Background: an optimization exercise with open tools, aiming at small area. Do not read the settings as production practice. Only simulation tests tie the RTL to the original design; equivalence was not proved. Power figures rest on the tool's default switching activity, not on a simulated workload.

==> run a: inputs <==
==> flow/design.v (excerpt) <==
module proc_top (
  input  logic        clk,
  input  logic        reset,
  output logic [31:0] imem_addr_o,
  input  logic [31:0] imem_data_i,
  input  logic [31:0] mngr2proc_data_i,
  input  logic        mngr2proc_val_i,
  output logic        mngr2proc_rdy_o,
  output logic [31:0] proc2mngr_data_o,
  output logic        proc2mngr_val_o,
  input  logic        proc2mngr_rdy_i
);
==> module proc_top, before the edit <==
module proc_top (
  input  logic        clk,
  input  logic        reset,
  output logic [31:0] imem_addr_o,
  input  logic [31:0] imem_data_i,
  input  logic [31:0] mngr2proc_data_i,
  input  logic        mngr2proc_val_i,
  output logic        mngr2proc_rdy_o,
  output logic [31:0] proc2mngr_data_o,
  output logic        proc2mngr_val_o,
  input  logic        proc2mngr_rdy_i
);
  logic [4:0]  ph;
  logic        st_init;    
  logic        st_br;      
  logic        st_w;       
  logic        run_q;      
  logic        cw_q;       
  logic [31:0] x;
  logic [4:0]  s1;
  logic [31:0] pc;
  logic        c_q;        
  logic        cp_q;       
  logic        ne_q;       
  logic        out_v;
  wire ph0  = (ph == 5'd0);
  wire ph31 = (ph == 5'd31);
  wire exec = !st_init && !st_br && !st_w;
  wire is_alu  = !x[6];
  wire is_r    = !x[6] &&  x[5];
  wire is_i    = !x[6] && !x[5];
  wire is_b    =  x[6] && !x[4] && !x[2];
  wire is_j    =  x[6] &&  x[2];
  wire is_csr  =  x[6] &&  x[4] && !x[2];
  wire is_csrr =  is_csr &&  x[13];
  wire is_csrw =  is_csr && !x[13];
  wire is_sub  =  is_r && x[30];
  wire [4:0] rd  = x[11:7];
  wire [4:0] rs2 = x[24:20];
  logic immb;
  logic [31:0] itab;
  always_comb begin
    itab[0] = is_i && x[20];
    for (int t = 1; t <= 4; t++)   itab[t] = is_b ? x[7 + t] : x[20 + t];
    for (int t = 5; t <= 10; t++)  itab[t] = x[20 + t];
    itab[11] = is_i ? x[31] : (is_b ? x[7] : x[20]);
    for (int t = 12; t <= 19; t++) itab[t] = is_j ? x[t] : x[31];
    for (int t = 20; t <= 31; t++) itab[t] = x[31];
  end
  assign immb = itab[ph];
  wire cw  = ph0 ? (exec && is_csrw) : cw_q;
  wire dec = exec && !cw;
  wire run = ph0 ? !(is_csrr && !mngr2proc_val_i) : run_q;
  logic [31:0] rf0;
  logic        res;
  logic        wen;
  assign rf0[0] = 1'b0;
  genvar gi;
  generate
    for (gi = 1; gi < 32; gi = gi + 1) begin : g_rf
      logic [31:0] r;
      always_ff @(posedge clk) begin
        r <= {(wen && rd == gi) ? res : r[0], r[31:1]};
      end
      assign rf0[gi] = r[0];
    end
  endgenerate
  wire a    = rf0[s1];
  wire b2   = rf0[rs2];
  wire inb  = mngr2proc_data_i[ph];
  wire pcb  = pc[0];
  wire four = (ph == 5'd2);
  wire opa  = is_j ? pcb : a;
  wire opb  = is_r ? b2 : (is_i ? immb : four);
  wire opbx = opb ^ is_sub;
  wire cin  = ph0 ? is_sub : c_q;
  wire sum  = opa ^ opbx ^ cin;
  wire cout = (opa & opbx) | (cin & (opa ^ opbx));
  always_comb begin
    if (is_csr)               res = inb;
    else if (is_alu && x[14]) res = x[13] ? (x[12] ? (opa & opb) : (opa | opb)) : (opa ^ opb);
    else                      res = sum;
  end
  assign wen = dec && run && (is_alu || is_j || is_csrr);
  wire pupd  = (dec && run && !is_b) || st_br || cw;
  wire pop   = ((dec && is_j) || (st_br && ne_q)) ? immb : four;
  wire cpin  = !ph0 && cp_q;
  wire pc_in = st_init ? (ph == 5'd9) : (pupd ? (pcb ^ pop ^ cpin) : pcb);
  wire cpout = (pcb & pop) | (cpin & (pcb ^ pop));
  assign imem_addr_o = {pc_in, pc[31:1]};
  wire ld = ph31 && (st_init || st_br || (dec && run && !is_b) ||
                     (st_w && (!out_v || proc2mngr_rdy_i)));
  localparam logic [31:0] XLD = 32'hFFFF_FFF4;
  wire [31:0] x_sh = {a, x[31:1]};
  wire [31:0] x_ld = (imem_data_i & XLD) | (x_sh & ~XLD);
  always_ff @(posedge clk) begin
    pc   <= {pc_in, pc[31:1]};
    c_q  <= cout;
    cp_q <= cpout;
    if (!st_br) ne_q <= (!ph0 && ne_q) | (a ^ b2);
    run_q <= run;
    cw_q  <= cw;
    if (ld) begin
      x  <= x_ld;
      s1 <= imem_data_i[19:15];
    end else if (cw) begin
      x  <= x_sh;
    end
  end
  always_ff @(posedge clk) begin
    if (reset) begin
      ph      <= 5'd0;
      st_init <= 1'b1;
      st_br   <= 1'b0;
      st_w    <= 1'b0;
    end else begin
      ph <= ph + 5'd1;
      if (ph31) begin
        st_init <= 1'b0;
        st_br   <= dec && is_b;
        st_w    <= cw || (st_w && !ld);
      end
    end
  end
  always_ff @(posedge clk) begin
    if (reset) out_v <= 1'b0;
    else       out_v <= (cw && ph31) || (out_v && !proc2mngr_rdy_i);
  end
  assign proc2mngr_data_o = x;
  assign proc2mngr_val_o  = out_v;
  assign mngr2proc_rdy_o  = dec && is_csrr && run_q && ph31;
endmodule
export LEC_CHECK = 0
export CAP_MARGIN = 20
export CORE_MARGIN = 2
export CORE_UTILIZATION = 70
export PLACE_DENSITY = 0.8
export SLEW_MARGIN = 20
create_clock -name core_clock -period 10.0 [get_ports {clk}]
standard.sh (not shown) runs the stock make flow with config.mk's settings and CLKGATE_MAP_FILE= SYNTH_SCRIPT=/design/flow/synth_recipe.tcl, a recipe that flattens the netlist after the stock synthesis.
==> flow/flow/run.sh <==
#!/bin/bash
# The standard layout (standard.sh, unchanged synthesis), with two settings passed to ORFS:
# the port buffers are sky130_fd_sc_hd__buf_1 cells, and the clock tree uses clkbuf_16 leaf
# buffers on clusters of at most 25 flip-flops, without dummy loads.
set -euo pipefail
export BUFFER_PORTS_ARGS="-buffer_cell sky130_fd_sc_hd__buf_1"
export CTS_ARGS="-sink_clustering_enable -repair_clock_nets -sink_clustering_size 34 -sink_clustering_max_diameter 60 -buf_list sky130_fd_sc_hd__clkbuf_16 -dont_use_dummy_load"
bash standard.sh > make_finish.log 2>&1
==> inputs of run b, as changes to run a <==
==> flow/design.v (replaced) <==
`timescale 1ns/1ps
module proc_top (
  input  logic        clk,
  input  logic        reset,
  output logic [31:0] imem_addr_o,
  input  logic [31:0] imem_data_i,
  input  logic [31:0] mngr2proc_data_i,
  input  logic        mngr2proc_val_i,
  output logic        mngr2proc_rdy_o,
  output logic [31:0] proc2mngr_data_o,
  output logic        proc2mngr_val_o,
  input  logic        proc2mngr_rdy_i
);
  logic [4:0]  ph;
  logic        st_init;    
  logic        st_br;      
  logic        run_q;      
  logic [31:0] ir;
  logic [31:0] pc;
  logic        c_q;        
  logic        cp_q;       
  logic        ne_q;       
  logic [31:0] out_q;
  logic        out_v;
  wire ph0  = (ph == 5'd0);
  wire ph31 = (ph == 5'd31);
  wire exec = !st_init && !st_br;
  wire is_alu  = !ir[6];
  wire is_r    = !ir[6] &&  ir[5];
  wire is_i    = !ir[6] && !ir[5];
  wire is_b    =  ir[6] && !ir[4] && !ir[2];
  wire is_j    =  ir[6] &&  ir[2];
  wire is_csr  =  ir[6] &&  ir[4] && !ir[2];
  wire is_csrr =  is_csr &&  ir[13];
  wire is_csrw =  is_csr && !ir[13];
  wire is_sub  =  is_r && ir[30];
  wire [4:0] rd  = ir[11:7];
  wire [4:0] rs1 = ir[19:15];
  wire [4:0] rs2 = ir[24:20];
  logic immb;
  always_comb begin
    if (ph == 5'd0)       immb = is_i && ir[20];
    else if (ph <= 5'd4)  immb = is_b ? ir[5'd7 + ph] : ir[5'd20 + ph];
    else if (ph <= 5'd10) immb = ir[5'd20 + ph];
    else if (ph == 5'd11) immb = is_i ? ir[31] : (is_b ? ir[7] : ir[20]);
    else if (ph <= 5'd19) immb = is_j ? ir[ph] : ir[31];
    else                  immb = ir[31];
  end
  logic [31:0] rf0;
  logic        res;
  logic        wen;
  assign rf0[0] = 1'b0;
  genvar gi;
  generate
    for (gi = 1; gi < 32; gi = gi + 1) begin : g_rf
      logic [31:0] r;
      always_ff @(posedge clk) begin
        r <= {(wen && rd == gi) ? res : r[0], r[31:1]};
      end
      assign rf0[gi] = r[0];
    end
  endgenerate
  wire a    = rf0[rs1];
  wire b2   = rf0[rs2];
  wire inb  = mngr2proc_data_i[ph];
  wire pcb  = pc[0];
  wire four = (ph == 5'd2);
  wire cond = !(is_csrr && !mngr2proc_val_i) && !(is_csrw && out_v && !proc2mngr_rdy_i);
  wire run  = ph0 ? cond : run_q;
  wire opa  = is_j ? pcb : a;
  wire opb  = is_r ? b2 : (is_i ? immb : four);
  wire opbx = opb ^ is_sub;
  wire cin  = ph0 ? is_sub : c_q;
  wire sum  = opa ^ opbx ^ cin;
  wire cout = (opa & opbx) | (cin & (opa ^ opbx));
  always_comb begin
    if (is_csr)                res = inb;
    else if (is_alu && ir[14]) res = ir[13] ? (ir[12] ? (opa & opb) : (opa | opb)) : (opa ^ opb);
    else                       res = sum;
  end
  assign wen = exec && run && (is_alu || is_j || is_csrr);
  wire pupd  = (exec && run && !is_b) || st_br;
  wire pop   = (exec ? is_j : ne_q) ? immb : four;
  wire cpin  = !ph0 && cp_q;
  wire pc_in = st_init ? (ph == 5'd9) : (pupd ? (pcb ^ pop ^ cpin) : pcb);
  wire cpout = (pcb & pop) | (cpin & (pcb ^ pop));
  assign imem_addr_o = {pc_in, pc[31:1]};
  wire ir_ld = ph31 && (st_init || st_br || (exec && run && !is_b));
  always_ff @(posedge clk) begin
    pc   <= {pc_in, pc[31:1]};
    c_q  <= cout;
    cp_q <= cpout;
    if (!st_br) ne_q <= (!ph0 && ne_q) | (a ^ b2);
    run_q <= run;
    if (ir_ld) ir <= imem_data_i;
  end
  always_ff @(posedge clk) begin
    if (reset) begin
      ph      <= 5'd0;
      st_init <= 1'b1;
      st_br   <= 1'b0;
    end else begin
      ph <= ph + 5'd1;
      if (ph31) begin
        st_init <= 1'b0;
        st_br   <= exec && is_b;
      end
    end
  end
  wire out_sh = exec && run && is_csrw;
  always_ff @(posedge clk) begin
    if (out_sh) out_q <= {a, out_q[31:1]};
  end
  always_ff @(posedge clk) begin
    if (reset) out_v <= 1'b0;
    else       out_v <= (out_sh && ph31) || (out_v && !proc2mngr_rdy_i);
  end
  assign proc2mngr_data_o = out_q;
  assign proc2mngr_val_o  = out_v;
  assign mngr2proc_rdy_o  = exec && is_csrr && run_q && ph31;
endmodule
==> flow/run.sh (new file) <==
#!/bin/bash
# synth_recipe.tcl (not shown) runs the flow's synth.tcl, then flattens the netlist and writes it again
# the make line also repeats each setting of config.mk as NAME=value (left out here)
make -C /OpenROAD-flow-scripts/flow DESIGN_CONFIG=/design/flow/config.mk WORK_HOME=/design/flow/orfs CLKGATE_MAP_FILE= SYNTH_SCRIPT=/design/flow/synth_recipe.tcl finish
CTS_BUF_LIST = sky130_fd_sc_hd__clkbuf_4   (was unset)
removed: flow/flow/run.sh
removed: flow/standard.sh
==> qor summary <==
Run status: run b complete, no violations; run a complete, no violations
Length of routed met2 wiring: run b 24560 µm; run a 19060 µm
Actual slew at the worst max-slew pin: run b 938.7 ps; run a 1105 ps
Number of antenna diodes: run b 2; run a 0
Adder-cell share of the synthesized area: run b 0.7367%; run a 0.4616%
Met2 capacity usage during global routing: run b 44.47%; run a 35.88%
Crit path buffers/inverters: run b 3; run a 2
Skew-Pair Late Insertion Delay: run b 950 ps; run a 600 ps
Fraction of area in registers: run b 74.28%; run a 81.47%
Clock buf count: run b 327; run a 43
Share of the core filled with cells: run b 83.77%; run a 76.13%
Portion of the layout cell area used by non-clock buffers: run b 4.509%; run a 1.927%
EDFF count, synth: run b 65; run a 38
Worst reg-to-reg path cell count: run b 15; run a 13
Number of multi-input combinational cells in the layout: run b 309; run a 337
Footprint of the flip-flops and latches: run b 22670 µm²; run a 21900 µm²
Total met3 wirelength after detailed routing: run b 3689 µm; run a 2103 µm
Worst Slack Setup Final: run b 2099 ps; run a 2951 ps
Worst path slowest cell: run b ha_1; run a or4b_1
Switching share of total power: run b 21.77%; run a 18.82%
Net count after synthesis: run b 1538; run a 1545
Num Clock Sinks: run b 1100; run a 1075

afterwards: timing with drivers on the ports:
In the flow no input, the clock included, has a driving cell. The finished layouts below were timed again as built, in two steps.
Step 1 assumes that a clkbuf_16 drives the clock port and a buf_2 every other input.
Step 2 moves the port delays by t, midway between the first and last clock arrival at a register: inputs arrive t later, outputs are due t later. That takes back most of the time a late clock gives input paths.
Slacks: ideal / step 1 / step 2; pairs: ideal / step 1.
run	t, ns	slack for setup (ns)	hold slack, ns	cell pins on the clock port's net
run a	0.607	2.951 / 2.898 / 3.504	0.277 / 0.277 / 0.277	1
run b	0.958	2.099 / 2.046 / 3.004	0.260 / 0.260 / 0.260	1
After both steps setup and hold are still met in every run listed.
